From an optimization exercise on the open Yosys and OpenROAD flow, aimed at small area, a short achievable clock period and few clock cycles per item; shortcuts taken in it are not production practice.
RTL that was checked went through simulation tests only; none was proved equivalent to the original.

oak:
## seq_alu_hs
module seq_alu_hs #(
   parameter int WIDTH = 32
) (
   input  logic                 clk,
   input  logic                 rst_n,
   input  logic                 in_valid,
   output logic                 in_ready,
   input  logic [2:0]           in_opc,
   input  logic                 in_op_type,
   input  logic [WIDTH-1:0]     in_op_a,
   input  logic [WIDTH-1:0]     in_op_b,
   output logic                 out_valid,
   input  logic                 out_ready,
   output logic [2*WIDTH-1:0]   out_result,
   output logic                 out_dz,
   output logic                 busy
);
clock: 10.0 ns
lec_check: 0
abc_area: 1
cap_margin: 20
core_margin: 2
core_utilization: 40
place_density: 0.45
setup_slack_margin: 3.5
slew_margin: 20
buffer_ports_args: -buffer_cell sky130_fd_sc_hd__buf_1
standard.sh (not shown) runs the stock make flow with config.mk's settings and CLKGATE_MAP_FILE= SYNTH_SCRIPT=/design/flow/synth_recipe.tcl, a recipe that flattens the netlist after the stock synthesis.
==> flow/flow/run.sh <==
#!/bin/bash
set -e
echo 'export BUFFER_PORTS_ARGS = -buffer_cell sky130_fd_sc_hd__buf_1' >> config.mk
bash standard.sh > standard.log 2>&1
Testbench counts of oak, summed over its fixed seeds: cycles 18,716, items 12,000.
The inputs of birch differ from those of oak as listed below.
--- a/flow/design.v
+++ b/flow/design.v
@@ -41,25 +41,25 @@
    logic        sa, sb, accept, idle, start, fin, dz;
    logic [63:0] p;                  
    logic [1:0]  mcnt;
    logic [4:0]  dcnt;
    logic        q_neg, r_neg;
    logic        ds;                 
    logic        norm_go;
    assign sa       = sgn & oa[31];
    assign sb       = sgn & ob[31];
    assign idle     = state == alu_pkg::IDLE;
    assign start    = v1 && idle && (!out_valid || out_ready);
-   logic        single, fin_m, m_early, one_step, d_small;
+   logic        single, fin_m, m_early, one_step;
    assign m_early  = oa[31:11] == {21{sa}};
-   assign one_step = single || (opc == alu_pkg::mul && m_early) || (opc == alu_pkg::div && d_small);
+   assign one_step = single || (opc == alu_pkg::mul && m_early);
    assign in_ready = !v1 || fin_m || (idle && one_step && (!out_valid || out_ready));
    assign accept   = in_valid && in_ready;
    assign busy     = v1;
    assign dz       = ob == '0;
    assign out_result = p;
    logic [31:0] in_a, in_b;
    logic [1:0]  steps_a, steps_b;
    logic        in_swap;
    function automatic logic [1:0] mul_steps(input logic [31:0] v, input logic s);
       mul_steps = v[31:11] == {21{s}} ? 2'd1 : v[31:23] == {9{s}} ? 2'd2 : 2'd3;
    endfunction
@@ -189,33 +189,32 @@
    assign in_sb = in_op_type == alu_pkg::sign && in_op_b[31];
    assign in_pw = ((~in_op_a >> 1) & in_op_a) == '0;
    assign la_v  = in_sa ? ~in_op_a : in_op_a;
    assign lb_v  = in_sb ? ~in_op_b : in_op_b;
    seq_bitlen #(.WIDTH(32)) u_la (.v(la_v), .len(la_in));
    seq_bitlen #(.WIDTH(32)) u_lb (.v(lb_v), .len(lbn_in));
    always_ff @(posedge clk) begin
       if (accept) la_r <= la_in + {5'd0, in_sa & in_pw};
       if (accept) lb_r <= (lbn_in == '0) ? 6'd1 : lbn_in;
    end
    assign dm = la_r > lb_r ? 5'(la_r - lb_r) : 5'd0;
-   assign d_small = la_r < lb_r;
-   assign norm_go = c_norm && start && !d_small;
+   assign norm_go = c_norm && start;
    always_comb begin
       state_nx = state;
       fin_m    = 1'b0;
       case (state)
          alu_pkg::IDLE:
             if (start) begin
                if (opc == alu_pkg::mul) begin
                   if (!m_early) state_nx = alu_pkg::MUL;
-               end else if (!one_step) state_nx = alu_pkg::DIV;
+               end else if (!single) state_nx = alu_pkg::DIV;
             end
          alu_pkg::MUL:
             if (mcnt == 2'd2 || m_early) begin
                state_nx = alu_pkg::IDLE;
                fin_m    = 1'b1;
             end
          alu_pkg::DIV:
             if (dcnt == '0) begin
                if (q_neg)      state_nx = alu_pkg::DFIXQ;
                else if (r_neg) state_nx = alu_pkg::DFIXR;
                else begin
@@ -248,32 +247,32 @@
          if (fin)            out_valid <= 1'b1;
          else if (out_ready) out_valid <= 1'b0;
       end
    logic [63:0] p_nx;
    logic        p_lo_en, p_mid_en, p_top_en, p_hi_en;    
    logic        mul_step, mul_sel, mul_last;
    assign mul_sel  = (idle && opc == alu_pkg::mul) || state == alu_pkg::MUL;
    assign mul_step = (start && opc == alu_pkg::mul) || state == alu_pkg::MUL;
    assign mul_last = state == alu_pkg::MUL && mcnt == 2'd2;
    always_comb begin
       p_nx = p;
-      if (c_norm && !d_small)
+      if (c_norm)
          p_nx = {sa ? z[31:0] : oa, 32'd0};
       else
          case (state)
             alu_pkg::IDLE:
                case (opc)
                   alu_pkg::add, alu_pkg::sub: p_nx = {{30{z[33]}}, z};
                   alu_pkg::sl:                p_nx = {{32{sgn & sh_rev[31]}}, sh_rev};
                   alu_pkg::sr:                p_nx = {{32{sgn & sh_w[31]}}, sh_w};
-                  default:                    p_nx = {oa, {32{dz}}};
+                  default:                    p_nx = {oa, 32'hFFFF_FFFF};
                endcase
             alu_pkg::DIV:   p_nx = {z[33] ? p[63:32] : z[31:0], p[30:0], ~z[33]};
             alu_pkg::DFIXQ: p_nx[31:0] = z[31:0];
             default:        p_nx[63:32] = z[31:0];
          endcase
       if (mul_sel) begin
          p_nx[11:0]  = y[11:0];
          p_nx[23:12] = y[11:0];
          p_nx[29:24] = y[5:0];
          p_nx[63:30] = mul_last ? y[39:6] : y[45:12];
          if (m_early && !mul_last) begin
==> results.txt <==
- met1 track demand over resource up 1.3 points in birch wrt oak
- When birch is measured against oak, its simple-gate share of the synthesized area turns out 1.8 points lower.
- Per the comparison of birch with oak, signed area change from the synthesized netlist to the final layout now larger; utilization now larger; clock insertion delay at the later pin of the skew report comparable; sum of buffers and inverters on the critical path now larger.
- Re met3 usage: birch is 1.8 points down on oak.
- Between birch and oak, the difference in sequential share of layout area is negligible.
- Compared birch vs oak, and number of combinational gates with multiple inputs is down in birch.
- On total area of sequential cells, oak tracks birch almost exactly.
- Min cell area after technology mapping across birch and oak: birch
- Diff oak -> birch: weighted congestion at the end of routability-driven global placement has increased; setup slack of the critical path after layout has increased.
Testbench counts of birch, summed over its fixed seeds: cycles 19,184, items 12,000.

* * *

seq_alu_hs again, from the RTL that the note above started with.
export LEC_CHECK = 0
export ABC_AREA = 1
export CAP_MARGIN = 20
export CORE_MARGIN = 2
export CORE_UTILIZATION = 50
export PLACE_DENSITY = 0.6
export SETUP_SLACK_MARGIN = 3.5
export SLEW_MARGIN = 20
export BUFFER_PORTS_ARGS = -buffer_cell sky130_fd_sc_hd__buf_1
create_clock -name core_clock -period 10.0 [get_ports {clk}]
Scripts as last shown in full above: flow/flow/run.sh
Testbench counts at the start, summed over its fixed seeds: cycles 18,716, items 12,000.
Change:
--- a/flow/design.v
+++ b/flow/design.v
@@ -41,25 +41,25 @@
    logic        sa, sb, accept, idle, start, fin, dz;
    logic [63:0] p;                  
    logic [1:0]  mcnt;
    logic [4:0]  dcnt;
    logic        q_neg, r_neg;
    logic        ds;                 
    logic        norm_go;
    assign sa       = sgn & oa[31];
    assign sb       = sgn & ob[31];
    assign idle     = state == alu_pkg::IDLE;
    assign start    = v1 && idle && (!out_valid || out_ready);
-   logic        single, fin_m, m_early, one_step, d_small;
+   logic        single, fin_m, m_early, one_step;
    assign m_early  = oa[31:11] == {21{sa}};
-   assign one_step = single || (opc == alu_pkg::mul && m_early) || (opc == alu_pkg::div && d_small);
+   assign one_step = single || (opc == alu_pkg::mul && m_early);
    assign in_ready = !v1 || fin_m || (idle && one_step && (!out_valid || out_ready));
    assign accept   = in_valid && in_ready;
    assign busy     = v1;
    assign dz       = ob == '0;
    assign out_result = p;
    logic [31:0] in_a, in_b;
    logic [1:0]  steps_a, steps_b;
    logic        in_swap;
    function automatic logic [1:0] mul_steps(input logic [31:0] v, input logic s);
       mul_steps = v[31:11] == {21{s}} ? 2'd1 : v[31:23] == {9{s}} ? 2'd2 : 2'd3;
    endfunction
@@ -189,33 +189,32 @@
    assign in_sb = in_op_type == alu_pkg::sign && in_op_b[31];
    assign in_pw = ((~in_op_a >> 1) & in_op_a) == '0;
    assign la_v  = in_sa ? ~in_op_a : in_op_a;
    assign lb_v  = in_sb ? ~in_op_b : in_op_b;
    seq_bitlen #(.WIDTH(32)) u_la (.v(la_v), .len(la_in));
    seq_bitlen #(.WIDTH(32)) u_lb (.v(lb_v), .len(lbn_in));
    always_ff @(posedge clk) begin
       if (accept) la_r <= la_in + {5'd0, in_sa & in_pw};
       if (accept) lb_r <= (lbn_in == '0) ? 6'd1 : lbn_in;
    end
    assign dm = la_r > lb_r ? 5'(la_r - lb_r) : 5'd0;
-   assign d_small = la_r < lb_r;
-   assign norm_go = c_norm && start && !d_small;
+   assign norm_go = c_norm && start;
    always_comb begin
       state_nx = state;
       fin_m    = 1'b0;
       case (state)
          alu_pkg::IDLE:
             if (start) begin
                if (opc == alu_pkg::mul) begin
                   if (!m_early) state_nx = alu_pkg::MUL;
-               end else if (!one_step) state_nx = alu_pkg::DIV;
+               end else if (!single) state_nx = alu_pkg::DIV;
             end
          alu_pkg::MUL:
             if (mcnt == 2'd2 || m_early) begin
                state_nx = alu_pkg::IDLE;
                fin_m    = 1'b1;
             end
          alu_pkg::DIV:
             if (dcnt == '0) begin
                if (q_neg)      state_nx = alu_pkg::DFIXQ;
                else if (r_neg) state_nx = alu_pkg::DFIXR;
                else begin
@@ -248,32 +247,32 @@
          if (fin)            out_valid <= 1'b1;
          else if (out_ready) out_valid <= 1'b0;
       end
    logic [63:0] p_nx;
    logic        p_lo_en, p_mid_en, p_top_en, p_hi_en;    
    logic        mul_step, mul_sel, mul_last;
    assign mul_sel  = (idle && opc == alu_pkg::mul) || state == alu_pkg::MUL;
    assign mul_step = (start && opc == alu_pkg::mul) || state == alu_pkg::MUL;
    assign mul_last = state == alu_pkg::MUL && mcnt == 2'd2;
    always_comb begin
       p_nx = p;
-      if (c_norm && !d_small)
+      if (c_norm)
          p_nx = {sa ? z[31:0] : oa, 32'd0};
       else
          case (state)
             alu_pkg::IDLE:
                case (opc)
                   alu_pkg::add, alu_pkg::sub: p_nx = {{30{z[33]}}, z};
                   alu_pkg::sl:                p_nx = {{32{sgn & sh_rev[31]}}, sh_rev};
                   alu_pkg::sr:                p_nx = {{32{sgn & sh_w[31]}}, sh_w};
-                  default:                    p_nx = {oa, {32{dz}}};
+                  default:                    p_nx = {oa, 32'hFFFF_FFFF};
                endcase
             alu_pkg::DIV:   p_nx = {z[33] ? p[63:32] : z[31:0], p[30:0], ~z[33]};
             alu_pkg::DFIXQ: p_nx[31:0] = z[31:0];
             default:        p_nx[63:32] = z[31:0];
          endcase
       if (mul_sel) begin
          p_nx[11:0]  = y[11:0];
          p_nx[23:12] = y[11:0];
          p_nx[29:24] = y[5:0];
          p_nx[63:30] = mul_last ? y[39:6] : y[45:12];
          if (m_early && !mul_last) begin
=>
- The changed run ran to the end with no violations
- first-iteration DRC count falls by 15%
- die area fell by 1.1%
- count of clock-buffer cells in the layout stays the same
- sequential share of layout area rose by 0.22 points
- routed wire length rose by 0.39%
- global-route usage goes up by 1.2 points
- register-to-register slack gains 0.06 ns
- core utilization goes down by 0.30 points
Testbench counts after the change, summed over its fixed seeds: cycles 19,184, items 12,000.

* * *

Another version of the RTL of seq_alu_hs (not shown whole).
Size in the first run: roughly 4500 cells after synthesis, ~190 flip-flops, roughly 140 I/O pins, about 31000 sq um of cells after synthesis.
==> flow/config.mk <==
export PLATFORM = sky130hd
export DESIGN_NAME = seq_alu_hs
export DESIGN_NICKNAME = seq_alu_hs
export VERILOG_FILES = /design/flow/design.v
export SDC_FILE = /design/flow/constraint.sdc
export NUM_CORES = 4
export LEC_CHECK = 0
export ABC_AREA = 1
export CAP_MARGIN = 20
export CORE_MARGIN = 2
export CORE_UTILIZATION = 40
export PLACE_DENSITY = 0.45
export SETUP_SLACK_MARGIN = 3.5
export SLEW_MARGIN = 20
export BUFFER_PORTS_ARGS = -buffer_cell sky130_fd_sc_hd__buf_1
==> flow/constraint.sdc <==
create_clock -name core_clock -period 10.0 [get_ports {clk}]
set_input_delay 2.0000 -clock core_clock [delete_from_list [all_inputs] [get_ports {clk}]]
set_output_delay 2.0000 -clock core_clock [all_outputs]
set_load 0.01 [all_outputs]
Scripts as last shown in full above: flow/flow/run.sh
Testbench counts at the start, summed over its fixed seeds: cycles 20,080, items 12,000.
==> next run, changes <==
--- a/flow/design.v
+++ b/flow/design.v
@@ -54,14 +54,25 @@
    assign m_early  = oa[31:11] == {21{sa}};
    assign one_step = single || (opc == alu_pkg::mul && m_early);
    assign in_ready = !v1 || fin_m || (idle && one_step && (!out_valid || out_ready));
    assign accept   = in_valid && in_ready;
    assign busy     = v1;
    assign dz       = ob == '0;
    assign out_result = p;
+   logic [31:0] in_a, in_b;
+   logic [1:0]  steps_a, steps_b;
+   logic        in_swap;
+   function automatic logic [1:0] mul_steps(input logic [31:0] v, input logic s);
+      mul_steps = v[31:11] == {21{s}} ? 2'd1 : v[31:23] == {9{s}} ? 2'd2 : 2'd3;
+   endfunction
+   assign steps_a = mul_steps(in_op_a, in_op_type == alu_pkg::sign && in_op_a[31]);
+   assign steps_b = mul_steps(in_op_b, in_op_type == alu_pkg::sign && in_op_b[31]);
+   assign in_swap = in_opc == alu_pkg::mul && steps_b < steps_a;
+   assign in_a    = in_swap ? in_op_b : in_op_a;
+   assign in_b    = in_swap ? in_op_a : in_op_b;
    alu_pkg::usel_t   c_usel, n_usel;
    alu_pkg::wsel_t   c_wsel, n_wsel;
    logic             c_inv, n_inv;       
    logic             c_m0, n_m0;         
    logic             c_norm, n_norm;     
    alu_pkg::state_t  f_state;            
    logic [2:0]       f_opc;
@@ -128,15 +139,15 @@
    logic [45:0] y;
    assign m_x   = {sb, ob};
    assign m_acc = c_m0 ? 34'd0 : p[63:30];
    logic [5:0]  bs_one, bs_two, bs_neg;
    logic [5:0]  e_one, e_two, e_neg;
    logic [11:0] e_bits;
    logic        e_low;
-   assign e_bits = accept ? in_op_a[11:0] : oa[23:12];
+   assign e_bits = accept ? in_a[11:0] : oa[23:12];
    assign e_low  = accept ? 1'b0 : oa[11];
    always_comb
       for (int j = 0; j < 6; j++) begin
          logic b2, b1, b0;
          b2 = e_bits[2*j+1];
          b1 = e_bits[2*j];
          b0 = (j == 0) ? e_low : e_bits[2*j-1];
@@ -322,16 +333,16 @@
       end
       if (norm_go) dcnt <= dm;
       else if (state == alu_pkg::DIV) dcnt <= dcnt - 5'd1;
       if (accept) begin
          single <= !(in_opc == alu_pkg::mul || (in_opc == alu_pkg::div && in_op_b != '0));
          opc <= in_opc;
          sgn <= in_op_type == alu_pkg::sign;
-         oa  <= in_op_a;
-         ob  <= in_op_b;
+         oa  <= in_a;
+         ob  <= in_b;
       end else begin
          if ((start && opc == alu_pkg::mul) || state == alu_pkg::MUL)
             oa <= {{12{sa}}, oa[31:12]};
          if (norm_go) ob <= sh_rev;
          else if (state == alu_pkg::DIV) ob <= {ds, ob[31:1]};
       end
    end
Outcome:
- The changed run went through all stages and came out clean
- global-route usage goes up by 2.3 points
- via count goes up by a few percent
- synthesized area goes up by a few percent
- non-clock buffer count goes up by 24
- worst setup slack improves by 0.014 ns
- utilization goes up by 0.20 points
- maximum frequency hardly moves
Testbench counts after the change, summed over its fixed seeds: cycles 19,184, items 12,000.

* * *

## build 6
The RTL this note starts from:
==> flow/design.v <==
package alu_pkg;
   typedef enum logic [2:0] {add, sub, mul, div, sl, sr} opcode_t;
   typedef enum logic {sign, unsign} operand_type_t;
   typedef enum logic [2:0] {IDLE, MUL, DNORM, DIV, DFIXQ, DFIXR} state_t;
   typedef enum logic [1:0] {U0, UA, UHI} usel_t;
   typedef enum logic [2:0] {WB, WD, WA, WLO, WHI} wsel_t;
endpackage
module seq_bitlen #(
   parameter int WIDTH = 32
) (
   input  logic [WIDTH-1:0]       v,
   output logic [$clog2(WIDTH):0] len
);
   always_comb begin
      len = '0;
      for (int i = 0; i < WIDTH; i++)
         if (v[i]) len = ($clog2(WIDTH)+1)'(i + 1);
   end
endmodule
module seq_alu_hs #(
   parameter int WIDTH = 32
) (
   input  logic                 clk,
   input  logic                 rst_n,
   input  logic                 in_valid,
   output logic                 in_ready,
   input  logic [2:0]           in_opc,
   input  logic                 in_op_type,
   input  logic [WIDTH-1:0]     in_op_a,
   input  logic [WIDTH-1:0]     in_op_b,
   output logic                 out_valid,
   input  logic                 out_ready,
   output logic [2*WIDTH-1:0]   out_result,
   output logic                 out_dz,
   output logic                 busy
);
   alu_pkg::state_t  state, state_nx;
   logic        v1;                 
   logic [2:0]  opc;
   logic        sgn;
   logic [31:0] oa, ob;             
   logic        sa, sb, accept, idle, start, fin, dz;
   logic [63:0] p;                  
   logic [1:0]  mcnt;
   logic [4:0]  dcnt;
   logic        q_neg, r_neg;
   logic        ds;                 
   logic        norm_go;
   assign sa       = sgn & oa[31];
   assign sb       = sgn & ob[31];
   assign idle     = state == alu_pkg::IDLE;
   assign start    = v1 && idle && (!out_valid || out_ready);
   logic        single, fin_m, m_early, one_step;
   assign m_early  = oa[31:11] == {21{sa}};
   assign one_step = single || (opc == alu_pkg::mul && m_early);
   assign in_ready = !v1 || fin_m || (idle && one_step && (!out_valid || out_ready));
   assign accept   = in_valid && in_ready;
   assign busy     = v1;
   assign dz       = ob == '0;
   assign out_result = p;
   alu_pkg::usel_t   c_usel, n_usel;
   alu_pkg::wsel_t   c_wsel, n_wsel;
   logic             c_inv, n_inv;       
   logic             c_m0, n_m0;         
   logic             c_norm, n_norm;     
   alu_pkg::state_t  f_state;            
   logic [2:0]       f_opc;
   logic             f_sgn, f_sa, f_sb, f_dz;
   always_comb begin
      f_state = state_nx;
      if (accept) begin
         f_opc = in_opc;
         f_sgn = in_op_type == alu_pkg::sign;
         f_sa  = f_sgn & in_op_a[31];
         f_sb  = f_sgn & in_op_b[31];
         f_dz  = in_op_b == '0;
      end else begin
         f_opc = opc;
         f_sgn = sgn;
         f_sa  = sa;
         f_sb  = sb;
         f_dz  = dz;
      end
      n_usel = alu_pkg::U0;
      n_wsel = alu_pkg::WB;
      n_inv  = 1'b1;
      n_m0   = f_state == alu_pkg::IDLE;
      n_norm = 1'b0;
      case (f_state)
         alu_pkg::IDLE:
            case (f_opc)
               alu_pkg::add: begin n_usel = alu_pkg::UA; n_inv = 1'b0; end
               alu_pkg::sub: n_usel = alu_pkg::UA;
               alu_pkg::div: begin
                  n_wsel = alu_pkg::WA;    
                  n_norm = !f_sa && !f_dz;  
               end
               default: ;
            endcase
         alu_pkg::DNORM: n_norm = 1'b1;
         alu_pkg::DIV: begin
            n_usel = alu_pkg::UHI;
            n_wsel = alu_pkg::WD;
            n_inv  = !(start ? sb : ds);
         end
         alu_pkg::DFIXQ: n_wsel = alu_pkg::WLO;
         alu_pkg::DFIXR: n_wsel = alu_pkg::WHI;
         default: ;
      endcase
   end
   logic [33:0] ad_u, ad_w, z;
   always_comb begin
      case (c_usel)
         alu_pkg::UA:  ad_u = {sa, sa, oa};
         alu_pkg::UHI: ad_u = {2'b00, p[63:32]};
         default:      ad_u = '0;
      endcase
      case (c_wsel)
         alu_pkg::WB:  ad_w = {sb, sb, ob};
         alu_pkg::WD:  ad_w = {ds, ds, ob};
         alu_pkg::WA:  ad_w = {2'b00, oa};
         alu_pkg::WLO: ad_w = {2'b00, p[31:0]};
         default:      ad_w = {2'b00, p[63:32]};
      endcase
   end
   assign z = ad_u + (ad_w ^ {34{c_inv}}) + {33'd0, c_inv};
   logic [32:0] m_x;
   logic [33:0] m_acc;
   logic [45:0] y;
   assign m_x   = {sb, ob};
   assign m_acc = c_m0 ? 34'd0 : p[63:30];
   logic [5:0]  bs_one, bs_two, bs_neg;
   logic [5:0]  e_one, e_two, e_neg;
   logic [11:0] e_bits;
   logic        e_low;
   assign e_bits = accept ? in_op_a[11:0] : oa[23:12];
   assign e_low  = accept ? 1'b0 : oa[11];
   always_comb
      for (int j = 0; j < 6; j++) begin
         logic b2, b1, b0;
         b2 = e_bits[2*j+1];
         b1 = e_bits[2*j];
         b0 = (j == 0) ? e_low : e_bits[2*j-1];
         e_one[j] = b1 ^ b0;
         e_two[j] = (b2 & ~b1 & ~b0) | (~b2 & b1 & b0);
         e_neg[j] = b2 & ~(b1 & b0);
      end
   localparam logic [45:0] K = 46'h2AAA_0000_0000;
   logic [45:0] rows [6];
   logic [45:0] negs;
   always_comb begin
      negs = '0;
      for (int j = 0; j < 6; j++) begin
         logic [34:0] sel;
         sel = bs_one[j] ? {{2{m_x[32]}}, m_x} : bs_two[j] ? {m_x[32], m_x, 1'b0} : 35'd0;
         sel = sel ^ {35{bs_neg[j]}};
         rows[j] = {11'd0, ~sel[34], sel[33:0]} << (2*j);
         negs[2*j] = bs_neg[j];
      end
   end
   assign y = {12'd0, ~m_acc[33], m_acc[32:0]} + rows[0] + rows[1] + rows[2] + rows[3] + rows[4] + rows[5]
              + negs + K;
   logic [31:0] sh_in, sh_w, sh_rev, oa_rev, ob_rev;
   logic [4:0]  sh_amt, dm;
   logic        sh_ar;
   always_comb
      for (int i = 0; i < 32; i++) begin
         oa_rev[i] = oa[31-i];
         ob_rev[i] = ob[31-i];
         sh_rev[i] = sh_w[31-i];
      end
   assign sh_in  = c_norm ? ob_rev : (opc == alu_pkg::sl) ? oa_rev : oa;
   assign sh_amt = c_norm ? dm : ob[4:0];
   assign sh_ar  = !c_norm && opc == alu_pkg::sr && sa;
   assign sh_w   = 32'({{32{sh_ar}}, sh_in} >> sh_amt);
   logic [5:0]  la_in, lbn_in, la_r, lb_r;
   logic [31:0] la_v, lb_v;
   logic        in_sb;
   assign in_sb = in_op_type == alu_pkg::sign && in_op_b[31];
   assign la_v  = accept ? in_op_a : z[31:0];
   assign lb_v  = in_sb ? ~in_op_b : in_op_b;
   seq_bitlen #(.WIDTH(32)) u_la (.v(la_v), .len(la_in));
   seq_bitlen #(.WIDTH(32)) u_lb (.v(lb_v), .len(lbn_in));
   always_ff @(posedge clk) begin
      if (accept || (start && opc == alu_pkg::div && sa)) la_r <= la_in;
      if (accept) lb_r <= (lbn_in == '0) ? 6'd1 : lbn_in;
   end
   assign dm = la_r > lb_r ? 5'(la_r - lb_r) : 5'd0;
   assign norm_go = c_norm && (start || state == alu_pkg::DNORM);
   always_comb begin
      state_nx = state;
      fin_m    = 1'b0;
      case (state)
         alu_pkg::IDLE:
            if (start) begin
               if (opc == alu_pkg::mul) begin
                  if (!m_early) state_nx = alu_pkg::MUL;
               end else if (!single) state_nx = sa ? alu_pkg::DNORM : alu_pkg::DIV;
            end
         alu_pkg::MUL:
            if (mcnt == 2'd2 || m_early) begin
               state_nx = alu_pkg::IDLE;
               fin_m    = 1'b1;
            end
         alu_pkg::DNORM: state_nx = alu_pkg::DIV;
         alu_pkg::DIV:
            if (dcnt == '0) begin
               if (q_neg)      state_nx = alu_pkg::DFIXQ;
               else if (r_neg) state_nx = alu_pkg::DFIXR;
               else begin
                  state_nx = alu_pkg::IDLE;
                  fin_m    = 1'b1;
               end
            end
         alu_pkg::DFIXQ:
            if (r_neg) state_nx = alu_pkg::DFIXR;
            else begin
               state_nx = alu_pkg::IDLE;
               fin_m    = 1'b1;
            end
         default: begin
            state_nx = alu_pkg::IDLE;
            fin_m    = 1'b1;
         end
      endcase
   end
   assign fin = fin_m || (start && one_step);
   always_ff @(posedge clk or negedge rst_n)
      if (!rst_n) begin
         state     <= alu_pkg::IDLE;
         v1        <= 1'b0;
         out_valid <= 1'b0;
      end else begin
         state <= state_nx;
         if (accept)   v1 <= 1'b1;
         else if (fin) v1 <= 1'b0;
         if (fin)            out_valid <= 1'b1;
         else if (out_ready) out_valid <= 1'b0;
      end
   logic [63:0] p_nx;
   logic        p_lo_en, p_mid_en, p_top_en, p_hi_en;    
   logic        mul_step, mul_sel, mul_last;
   assign mul_sel  = (idle && opc == alu_pkg::mul) || state == alu_pkg::MUL;
   assign mul_step = (start && opc == alu_pkg::mul) || state == alu_pkg::MUL;
   assign mul_last = state == alu_pkg::MUL && mcnt == 2'd2;
   always_comb begin
      p_nx = p;
      if (c_norm)
         p_nx = {oa, 32'd0};
      else
         case (state)
            alu_pkg::IDLE:
               case (opc)
                  alu_pkg::add, alu_pkg::sub: p_nx = {{30{z[33]}}, z};
                  alu_pkg::sl:                p_nx = {{32{sgn & sh_rev[31]}}, sh_rev};
                  alu_pkg::sr:                p_nx = {{32{sgn & sh_w[31]}}, sh_w};
                  default:                    p_nx = {oa, 32'hFFFF_FFFF};
               endcase
            alu_pkg::DIV:   p_nx = {z[33] ? p[63:32] : z[31:0], p[30:0], ~z[33]};
            alu_pkg::DFIXQ: p_nx[31:0] = z[31:0];
            default:        p_nx[63:32] = z[31:0];
         endcase
      if (mul_sel) begin
         p_nx[11:0]  = y[11:0];
         p_nx[23:12] = y[11:0];
         p_nx[29:24] = y[5:0];
         p_nx[63:30] = mul_last ? y[39:6] : y[45:12];
         if (m_early && !mul_last) begin
            if (idle) begin
               p_nx[23:12] = y[23:12];
               p_nx[29:24] = y[29:24];
               p_nx[63:30] = {{18{y[45]}}, y[45:30]};
            end else begin
               p_nx[29:24] = y[17:12];
               p_nx[63:30] = {{6{y[45]}}, y[45:18]};
            end
         end
      end
   end
   always_comb begin
      p_lo_en  = 1'b0;
      p_mid_en = 1'b0;
      p_top_en = 1'b0;
      p_hi_en  = 1'b0;
      if (start) begin
         p_lo_en  = !(opc == alu_pkg::div && !dz && sa);
         p_mid_en = p_lo_en && (opc != alu_pkg::mul || m_early);
         p_top_en = p_mid_en;
         p_hi_en  = p_lo_en;
      end else if (state == alu_pkg::MUL) begin
         p_mid_en = !mul_last;
         p_top_en = mul_last || m_early;
         p_hi_en  = 1'b1;
      end else if (!idle) begin
         p_lo_en  = 1'b1;
         p_mid_en = 1'b1;
         p_top_en = 1'b1;
         p_hi_en  = 1'b1;
      end
   end
   always_ff @(posedge clk) begin
      if (p_lo_en)  p[11:0]  <= p_nx[11:0];
      if (p_mid_en) p[23:12] <= p_nx[23:12];
      if (p_top_en) p[29:24] <= p_nx[29:24];
      if (p_hi_en)  p[63:30] <= p_nx[63:30];
      c_usel <= n_usel;
      c_wsel <= n_wsel;
      c_inv  <= n_inv;
      c_m0   <= n_m0;
      c_norm <= n_norm;
      if (start) begin
         out_dz <= opc == alu_pkg::div && dz;
         q_neg  <= sa ^ sb;
         r_neg  <= sa;
         ds     <= sb;
         mcnt   <= 2'd1;
      end else if (state == alu_pkg::MUL) mcnt <= mcnt + 2'd1;
      if (accept || mul_step) begin
         bs_one <= e_one;
         bs_two <= e_two;
         bs_neg <= e_neg;
      end
      if (norm_go) dcnt <= dm;
      else if (state == alu_pkg::DIV) dcnt <= dcnt - 5'd1;
      if (accept) begin
         single <= !(in_opc == alu_pkg::mul || (in_opc == alu_pkg::div && in_op_b != '0));
         opc <= in_opc;
         sgn <= in_op_type == alu_pkg::sign;
         oa  <= in_op_a;
         ob  <= in_op_b;
      end else begin
         if ((start && opc == alu_pkg::mul) || state == alu_pkg::MUL)
            oa <= {{12{sa}}, oa[31:12]};
         else if (start && opc == alu_pkg::div && sa)
            oa <= z[31:0];
         if (norm_go) ob <= sh_rev;
         else if (state == alu_pkg::DIV) ob <= {ds, ob[31:1]};
      end
   end
endmodule
==> flow/config.mk <==
export PLATFORM = sky130hd
export DESIGN_NAME = seq_alu_hs
export DESIGN_NICKNAME = seq_alu_hs
export VERILOG_FILES = /design/flow/design.v
export SDC_FILE = /design/flow/constraint.sdc
export NUM_CORES = 4
export LEC_CHECK = 0
export CAP_MARGIN = 20
export CORE_MARGIN = 2
export CORE_UTILIZATION = 40
export PLACE_DENSITY = 0.45
export SETUP_SLACK_MARGIN = 3.5
export SLEW_MARGIN = 20
==> flow/constraint.sdc <==
create_clock -name core_clock -period 10.0 [get_ports {clk}]
set_input_delay 2.0000 -clock core_clock [delete_from_list [all_inputs] [get_ports {clk}]]
set_output_delay 2.0000 -clock core_clock [all_outputs]
set_load 0.01 [all_outputs]
run.sh (not shown) runs the stock make flow with config.mk's settings and CLKGATE_MAP_FILE= SYNTH_SCRIPT=/design/flow/synth_recipe.tcl, a recipe that flattens the netlist after the stock synthesis.
Stock flow here: none of the scripts above is used.
Modified inputs, build 79 compared to build 6
diff --git a/flow/design.v b/flow/design.v
--- a/flow/design.v
+++ b/flow/design.v
@@ -1,8 +1,8 @@
 package alu_pkg;
    typedef enum logic [2:0] {add, sub, mul, div, sl, sr} opcode_t;
    typedef enum logic {sign, unsign} operand_type_t;
-   typedef enum logic [2:0] {IDLE, MUL, DNORM, DIV, DFIXQ, DFIXR} state_t;
+   typedef enum logic [2:0] {IDLE, MUL, DIV, DFIXQ, DFIXR} state_t;
    typedef enum logic [1:0] {U0, UA, UHI} usel_t;
    typedef enum logic [2:0] {WB, WD, WA, WLO, WHI} wsel_t;
 endpackage
 module seq_bitlen #(
@@ -92,13 +92,12 @@
                alu_pkg::add: begin n_usel = alu_pkg::UA; n_inv = 1'b0; end
                alu_pkg::sub: n_usel = alu_pkg::UA;
                alu_pkg::div: begin
                   n_wsel = alu_pkg::WA;    
-                  n_norm = !f_sa && !f_dz;  
+                  n_norm = !f_dz;           
                end
                default: ;
             endcase
-         alu_pkg::DNORM: n_norm = 1'b1;
          alu_pkg::DIV: begin
             n_usel = alu_pkg::UHI;
             n_wsel = alu_pkg::WD;
             n_inv  = !(start ? sb : ds);
@@ -174,36 +173,37 @@
    assign sh_ar  = !c_norm && opc == alu_pkg::sr && sa;
    assign sh_w   = 32'({{32{sh_ar}}, sh_in} >> sh_amt);
    logic [5:0]  la_in, lbn_in, la_r, lb_r;
    logic [31:0] la_v, lb_v;
-   logic        in_sb;
+   logic        in_sa, in_sb, in_pw;
+   assign in_sa = in_op_type == alu_pkg::sign && in_op_a[31];
    assign in_sb = in_op_type == alu_pkg::sign && in_op_b[31];
-   assign la_v  = accept ? in_op_a : z[31:0];
+   assign in_pw = ((~in_op_a >> 1) & in_op_a) == '0;
+   assign la_v  = in_sa ? ~in_op_a : in_op_a;
    assign lb_v  = in_sb ? ~in_op_b : in_op_b;
    seq_bitlen #(.WIDTH(32)) u_la (.v(la_v), .len(la_in));
    seq_bitlen #(.WIDTH(32)) u_lb (.v(lb_v), .len(lbn_in));
    always_ff @(posedge clk) begin
-      if (accept || (start && opc == alu_pkg::div && sa)) la_r <= la_in;
+      if (accept) la_r <= la_in + {5'd0, in_sa & in_pw};
       if (accept) lb_r <= (lbn_in == '0) ? 6'd1 : lbn_in;
    end
    assign dm = la_r > lb_r ? 5'(la_r - lb_r) : 5'd0;
-   assign norm_go = c_norm && (start || state == alu_pkg::DNORM);
+   assign norm_go = c_norm && start;
    always_comb begin
       state_nx = state;
       fin_m    = 1'b0;
       case (state)
          alu_pkg::IDLE:
             if (start) begin
                if (opc == alu_pkg::mul) begin
                   if (!m_early) state_nx = alu_pkg::MUL;
-               end else if (!single) state_nx = sa ? alu_pkg::DNORM : alu_pkg::DIV;
+               end else if (!single) state_nx = alu_pkg::DIV;
             end
          alu_pkg::MUL:
             if (mcnt == 2'd2 || m_early) begin
                state_nx = alu_pkg::IDLE;
                fin_m    = 1'b1;
             end
-         alu_pkg::DNORM: state_nx = alu_pkg::DIV;
          alu_pkg::DIV:
             if (dcnt == '0) begin
                if (q_neg)      state_nx = alu_pkg::DFIXQ;
                else if (r_neg) state_nx = alu_pkg::DFIXR;
@@ -245,9 +245,9 @@
    assign mul_last = state == alu_pkg::MUL && mcnt == 2'd2;
    always_comb begin
       p_nx = p;
       if (c_norm)
-         p_nx = {oa, 32'd0};
+         p_nx = {sa ? z[31:0] : oa, 32'd0};
       else
          case (state)
             alu_pkg::IDLE:
                case (opc)
@@ -282,9 +282,9 @@
       p_mid_en = 1'b0;
       p_top_en = 1'b0;
       p_hi_en  = 1'b0;
       if (start) begin
-         p_lo_en  = !(opc == alu_pkg::div && !dz && sa);
+         p_lo_en  = 1'b1;
          p_mid_en = p_lo_en && (opc != alu_pkg::mul || m_early);
          p_top_en = p_mid_en;
          p_hi_en  = p_lo_en;
       end else if (state == alu_pkg::MUL) begin
@@ -330,10 +330,8 @@
          ob  <= in_op_b;
       end else begin
          if ((start && opc == alu_pkg::mul) || state == alu_pkg::MUL)
             oa <= {{12{sa}}, oa[31:12]};
-         else if (start && opc == alu_pkg::div && sa)
-            oa <= z[31:0];
          if (norm_go) ob <= sh_rev;
          else if (state == alu_pkg::DIV) ob <= {ds, ob[31:1]};
       end
    end
Notes after the runs:
[compare] base=build 6 new=build 79: clock insertion delay at the later pin of the skew report comparable; fraction of final layout cells sized beyond drive strength 1 now larger; area after synthesis now smaller.
Build 79 leaves less setup margin than build 6.
The count of inverters other than clock inverters in the layout in build 79 was higher than what build 6 gave.
Testbench counts of build 79, summed over its fixed seeds: cycles 20,080, items 12,000.
No functional check of the RTL was part of build 6.

-- re-timing with driven ports --
How much do the figures lean on ideal ports? The routed layouts below were timed once more, with nothing changed but the port constraints.
Step 1 (the two cells are an assumption about what drives the block):
set clk [get_ports {clk}]
set_driving_cell -lib_cell sky130_fd_sc_hd__clkbuf_16 $clk
set_driving_cell -lib_cell sky130_fd_sc_hd__buf_2 [delete_from_list [all_inputs] $clk]
Step 2 moves the port delays by t, midway between the first and last clock arrival at a register: inputs arrive t later, outputs are due t later. That takes back most of the time a late clock gives input paths.
Slacks: ideal ports / drivers / drivers and shift; pairs: ideal ports / drivers.
| run | t (ns) | slack for setup (ns) | worst hold slack (ns) | worst setup path at the end | worst data-port slew with drivers (ns) |
|---|---|---|---|---|---|
| oak | 0.567 | 3.555 / 3.555 / 3.232 | 0.482 / 0.482 / 0.482 | input to register | 0.04 |
| birch | 0.567 | 3.579 / 3.579 / 3.210 | 0.485 / 0.485 / 0.485 | input to register | 0.06 |
| the first run of note 2 | 0.575 | 3.431 / 3.431 / 3.243 | 0.476 / 0.476 / 0.476 | input to register | 0.03 |
| the second run of note 2 | 0.560 | 3.496 / 3.496 / 3.428 | 0.489 / 0.489 / 0.489 | input to register | 0.05 |
| the first run of note 3 | 0.571 | 3.547 / 3.547 / 3.547 | 0.494 / 0.494 / 0.494 | register to register | 0.03 |
| the second run of note 3 | 0.595 | 3.560 / 3.560 / 3.150 | 0.479 / 0.479 / 0.479 | input to register | 0.05 |
| build 6 | 0.587 | 3.666 / 3.666 / 3.666 | 0.510 / 0.510 / 0.510 | register to register | 0.04 |
| build 79 | 0.576 | 3.598 / 3.598 / 3.598 | 0.498 / 0.498 / 0.498 | register to register | 0.10 |
After both steps every run listed still meets setup and hold. The setup slack of the second run of note 3, which loses most, moves by 0.000 ns with the drivers and by -0.410 ns with both steps.
